Source: an optimization exercise on an open RTL-to-GDS flow (aim: small area, a short achievable clock period and few clock cycles per item). Production flows keep margins and buffers that such runs may drop.
The RTL was checked by simulation tests, not by an equivalence proof against the original design.

File: config.mk
export PLATFORM = sky130hd
export DESIGN_NAME = iir_chan_sched
export DESIGN_NICKNAME = iir_chan_sched
export VERILOG_FILES = /design/flow/design.v
export SDC_FILE = /design/flow/constraint.sdc
export NUM_CORES = 4
export LEC_CHECK = 0
export CAP_MARGIN = 20
export CORE_MARGIN = 2
export CORE_UTILIZATION = 40
export SLEW_MARGIN = 20
File: constraint.sdc
create_clock -name core_clock -period 14.0 [get_ports {clk_i}]
set_input_delay 2.8000 -clock core_clock [delete_from_list [all_inputs] [get_ports {clk_i}]]
set_output_delay 2.8000 -clock core_clock [all_outputs]
set_load 0.01 [all_outputs]
File: design.v
module iir_chan_sched #(
    parameter int                 NCH   = 4,
    parameter int                 SHIFT = 27,
    parameter logic signed [31:0] B1    = 32'sd25109419,
    parameter logic signed [31:0] B2    = 32'sd0,
    parameter logic signed [31:0] B3    = -32'sd25109419,
    parameter logic signed [31:0] A2    = -32'sd187539761,
    parameter logic signed [31:0] A3    = 32'sd83998890,
    localparam int                CW    = $clog2(NCH)
) (
    input  logic                 clk_i,
    input  logic                 reset_i,
    input  logic                 clr_valid_i,
    input  logic [CW-1:0]        clr_ch_i,
    input  logic                 in_valid_i,
    output logic                 in_ready_o,
    input  logic signed [31:0]   in_x_i,
    input  logic [CW-1:0]        in_ch_i,
    output logic                 out_valid_o,
    input  logic                 out_ready_i,
    output logic signed [31:0]   out_y_o,
    output logic [CW-1:0]        out_ch_o
);
    typedef enum logic [2:0] {
        IDLE,
        MB1,
        MB2,
        MA2,
        MB3,
        MA3,
        OUT
    } state_e;
    state_e state_q, state_d;
    logic signed [63:0] s1_q [NCH];
    logic signed [63:0] s2_q [NCH];
    logic signed [31:0] x_q, x_d;
    logic [CW-1:0]      ch_q, ch_d;
    logic signed [31:0] y_q, y_d;
    logic signed [63:0] t_q, t_d;        
    logic signed [63:0] s1n_q, s1n_d;    
    logic signed [63:0] s2n;
    logic               out_valid_q, out_valid_d;
    logic signed [31:0] out_y_q, out_y_d;
    logic [CW-1:0]      out_ch_q, out_ch_d;
    logic               wr_en;
    logic               clr_en;
    logic               clr_req;
    logic [CW-1:0]      clr_ch;
    assign clr_req = clr_valid_i;
    assign clr_ch  = clr_ch_i;
    logic signed [31:0] mul_coef;
    logic signed [31:0] mul_opnd;
    logic signed [63:0] prod;
    always_comb begin
        mul_coef = B1;
        mul_opnd = x_q;
        unique case (state_q)
            MB2:     mul_coef = B2;
            MA2: begin
                mul_coef = A2;
                mul_opnd = y_q;
            end
            MB3:     mul_coef = B3;
            MA3: begin
                mul_coef = A3;
                mul_opnd = y_q;
            end
            default: ;
        endcase
    end
    assign prod = 64'(mul_coef) * 64'(mul_opnd);
    assign s2n  = t_q - prod;
    always_comb begin
        state_d     = state_q;
        x_d         = x_q;
        ch_d        = ch_q;
        y_d         = y_q;
        t_d         = t_q;
        s1n_d       = s1n_q;
        out_valid_d = out_valid_q;
        out_y_d     = out_y_q;
        out_ch_d    = out_ch_q;
        wr_en       = 1'b0;
        clr_en      = 1'b0;
        unique case (state_q)
            IDLE: begin
                if (clr_req) begin
                    clr_en = 1'b1;
                end else if (in_valid_i) begin
                    x_d     = in_x_i;
                    ch_d    = in_ch_i;
                    state_d = MB1;
                end
            end
            MB1: begin
                y_d     = 32'((s1_q[ch_q] + prod) >>> SHIFT);
                state_d = MB2;
            end
            MB2: begin
                t_d     = prod + s2_q[ch_q];
                state_d = MA2;
            end
            MA2: begin
                s1n_d   = t_q - prod;
                state_d = MB3;
            end
            MB3: begin
                t_d     = prod;
                state_d = MA3;
            end
            MA3: begin
                wr_en       = 1'b1;
                out_valid_d = 1'b1;
                out_y_d     = y_q;
                out_ch_d    = ch_q;
                state_d     = OUT;
            end
            OUT: begin
                if (out_ready_i) begin
                    out_valid_d = 1'b0;
                    state_d     = IDLE;
                end
            end
            default: state_d = IDLE;
        endcase
    end
    always_ff @(posedge clk_i or posedge reset_i) begin
        if (reset_i) begin
            state_q     <= IDLE;
            x_q         <= '0;
            ch_q        <= '0;
            y_q         <= '0;
            t_q         <= '0;
            s1n_q       <= '0;
            out_valid_q <= 1'b0;
            out_y_q     <= '0;
            out_ch_q    <= '0;
        end else begin
            state_q     <= state_d;
            x_q         <= x_d;
            ch_q        <= ch_d;
            y_q         <= y_d;
            t_q         <= t_d;
            s1n_q       <= s1n_d;
            out_valid_q <= out_valid_d;
            out_y_q     <= out_y_d;
            out_ch_q    <= out_ch_d;
        end
    end
    always_ff @(posedge clk_i or posedge reset_i) begin
        if (reset_i) begin
            for (int i = 0; i < NCH; i++) begin
                s1_q[i] <= '0;
                s2_q[i] <= '0;
            end
        end else if (clr_en) begin
            s1_q[clr_ch] <= '0;
            s2_q[clr_ch] <= '0;
        end else if (wr_en) begin
            s1_q[ch_q] <= s1n_q;
            s2_q[ch_q] <= s2n;
        end
    end
    assign in_ready_o  = (state_q == IDLE);
    assign out_valid_o = out_valid_q;
    assign out_y_o     = out_y_q;
    assign out_ch_o    = out_ch_q;
endmodule
File: run.sh
#!/bin/bash
# synth_recipe.tcl (not shown) runs the flow's synth.tcl, then flattens the netlist and writes it again
# the make line also repeats each setting of config.mk as NAME=value (left out here)
make -C /OpenROAD-flow-scripts/flow DESIGN_CONFIG=/design/flow/config.mk WORK_HOME=/design/flow/orfs CLKGATE_MAP_FILE= SYNTH_SCRIPT=/design/flow/synth_recipe.tcl finish
==> impl_metrics.yaml <==
layout:
  drive_gt1_frac: 0.0868
  layout.cells.most_common: "inv_1"
  nets: 7717
  design_area_mm2: 0.0726
  syn2layout_area_growth_pct: 10.0
  final_cell_mix: "inv_1, fa_1, nand2_1"
timing:
  clock_skew_ns: 0.0626
  setup-tns-final_ns: 0
  maxSlewViolCount: 0
  min_period_over_period: 0.964
  hold_violations: 0
  hold_ws_ns: 0.474
  rsz0062_at_grt: "no"
  setup_violations: 0
  slew_headroom: 0.274
  timing.fmax_mhz: 74.1
  fin_crit_ns: 13.50
  worst_slew_pin_slew_ns: 1.09
  fin_ws_ns: 0.499
cts:
  cts.sinks: 694
  cts-root-buf: "clkbuf_16"
  cts-htree-levels: 3
  hold_buffers: 0
  clock_latency_ns: 0.74
  cts_tree: "built"
  path_clk_slew_ns: 0.06
  cts.path.max_buffers: 3
  cts_buffers: 82
worst_setup_path:
  cp_max_fo: 15
  r2r-end: "y_q[31]$_DFFE_PP0P_"
  ff2ff_setup_slack_ns: 0.50
  critPathArrivalTime_ns: 14.07
  cpMostUsedCell: "inv_1"
  crit_type: "reg -> reg"
  critPathLaunchType: "flop"
  reg2reg_depth: 48
  crit_path_start: "state_q[1]$_DFFE_PP0P_"
  max_stage_delay_ns: 0.85
  critPathCaptureType: "flop"
  crit_end: "y_q[31]$_DFFE_PP0P_"
  cpMaxStageDelayCell: "a2111oi_0"
  r2r_start: "state_q[1]$_DFFE_PP0P_"
  worstPathRequired_ns: 14.57
logic_synthesis:
  syn_area_per_cell_um2: 10.4
  synth.largest_area_cell: "fa_1"
  synth_edf_count: 0
  syn_inst: 6360
  synth-seq-cells: 694
  syn_area_mm2: 0.0660
  synth.area.top_cells: "fa_1, dfrtp_1, ha_1"
  synth_cell_types: 103
  syn_nets: 7678
  yosysWarnings: 3
  synth_top_area_share: 0.286
  async_reset_ff_frac: 1.00
  ys.flop_type: "dfrtp_1"
  yosysSeqAreaShare: 0.263
global_route:
  grt_pass1_vias: 50200
  grt_pass1_wl_um: 338000
  grt_max_degree: 171
  gr-total-overflow: 0
  antenna_found_initial: 11
  grt_use_total: 0.272
floorplan:
  start_util: 0.401
  std_cell_rows: 149
  dieArea_mm2: 0.168
  die_w_um: 410
  num_io_pins: 77
  die_h_um: 410
  coreArea_mm2: 0.164
run:
  drv_cap: 0
min_path:
  hp-class: "reg -> reg"
route:
  routedWlPerCell_um: 25.8
  drtAntennaViolNets: 0
  dr_total_vias: 48200
  via_per_inst: 5.57
  dr.pass1.iters: 6
  drt-initial-drc-count: 4461
  drc: 0
  drt-total-wl_um: 223000
placement:
  port_buffers: 76
  place.gp.congestion: 1.01
  preCtsSetupSlack_ns: 0.498
  postPlaceCellArea_mm2: 0.0697
  dp_hpwl_um: 177000
run_status:
  status: "timing/DRC/antenna clean"
[per-stage QoR]
stage	util	instances
after global routing	0.441	8650
after detailed placement	0.424	8501
after floorplan	-	6360
after CTS	0.441	8647
final	0.441	8651
after global placement	0.424	8501
[per-layer routing]
metal / routed length (um) / global-route usage / vias up
met3: 18100 / 0.0557 / 303
met4: 6640 / 0.0740 / 2
met5: 13 / 0 / -
met2: 99900 / 0.411 / 1771
met1: 98800 / 0.396 / 25200
li1: - / - / 20900
[state kept, by name, indices dropped and copies added (netlist names)]
| name | count |
|---|---|
| t_q | 59 |
| ch_q | 2 |
| s1_q | 236 |
| state_q | 3 |
| out_valid_q | 1 |
| s1n_q | 59 |
| x_q | 32 |
| out_y_q | 32 |
| s2_q | 236 |
| y_q | 32 |
| out_ch_q | 2 |
[how the worst min path moves through the flow]
stage,from,cells past startpoint,endpoint
after floorplan,s2_q[1][13]$_DFFE_PP0P_,2,s2_q[1][13]$_DFFE_PP0P_
after global placement,s2_q[0][22]$_DFFE_PP0P_,2,s2_q[0][22]$_DFFE_PP0P_
after detailed placement,out_y_q[0]$_DFFE_PP0P_,2,out_y_q[0]$_DFFE_PP0P_
after CTS,s2_q[1][38]$_DFFE_PP0P_,2,s2_q[1][38]$_DFFE_PP0P_
after global routing,s2_q[2][23]$_DFFE_PP0P_,2,s2_q[2][23]$_DFFE_PP0P_
final,s2_q[0][39]$_DFFE_PP0P_,2,s2_q[0][39]$_DFFE_PP0P_
[critical path, delay by kind of cell, from the launching register on]
kind | cells | cell delay, ns
AND/OR/NAND/NOR | 6 | 1.08
AO/OA/AOI/OAI | 17 | 4.46
adder cells (fa/ha/maj) | 11 | 5.00
buffers and inverters | 12 | 1.79
XOR/XNOR | 2 | 0.49
flip-flops | 1 | 0.53
[layout make-up]
cell class | count | area, um2
sequential | 694 | 17400
tap | 2189 | 2740
antenna | 1 | 2.50
clock buffer | 114 | 2390
multi-input combinational | 4292 | 43600
fill | 15800 | 91800
clock inverter | 32 | 415
inverter | 1122 | 4220
timing repair buffer | 207 | 1860
[what timing repair did]
action / 4_1_cts / 5_1_grt
setup endpoints to repair: 0 / 34
buffers inserted: 0 / 3
gates resized for setup: 0 / 14
[kinds of logic (layout without fill, tap and decap cells)]
family          count (synthesis)  in the layout  synth area share
compound gates               1267           1267             0.133
fa+ha+maj                    1300           1300             0.353
simple gates                 1255           1255            0.0812
buf+inv                      1374           1475            0.0786
xor+xnor                      251            251            0.0346
other cells                     0              1                 0
flops                         694            694             0.263
mux                           219            219            0.0569
[cells in the mapped netlist, types with 40 or more instances]
master,count
mux2_2,68
nor3_1,49
dfrtp_1,694
buf_1,41
xnor2_1,167
mux4_2,118
a22o_1,318
inv_1,1116
clkbuf_1,198
nand2_1,730
fa_1,941
ha_1,336
nor2_1,256
a211oi_1,40
a21o_1,96
o21ai_0,312
xor2_1,76
a21oi_1,222
Testbench counts, summed over its fixed seeds: cycles 22,400, items 3,200.

what the ideal ports hide:
The results above use ideal ports. As a check the final layout listed here was re-extracted and re-timed, cells and wires unchanged.
Step 1, drivers: a clkbuf_16 drives clk_i and a buf_2 each remaining input, both assumed.
Step 2 also shifts input and output timing later by t, the mid clock arrival at the registers, as if the neighbouring blocks saw the same clock.
Slacks: ideal / step 1 / step 2; pairs: ideal / step 1.
shift t [ns]: 0.781
slack for setup (ns): 0.499 / 0.499 / 0.499
hold slack, ns: 0.474 / 0.474 / 0.474
worst register clock-pin slew, ns: 0.08 / 0.08
cell pins on the clock port's net: 1
After both steps this run still meets setup and hold. The setup slack of this run moves by 0.000 ns with the drivers and by 0.000 ns with both steps.
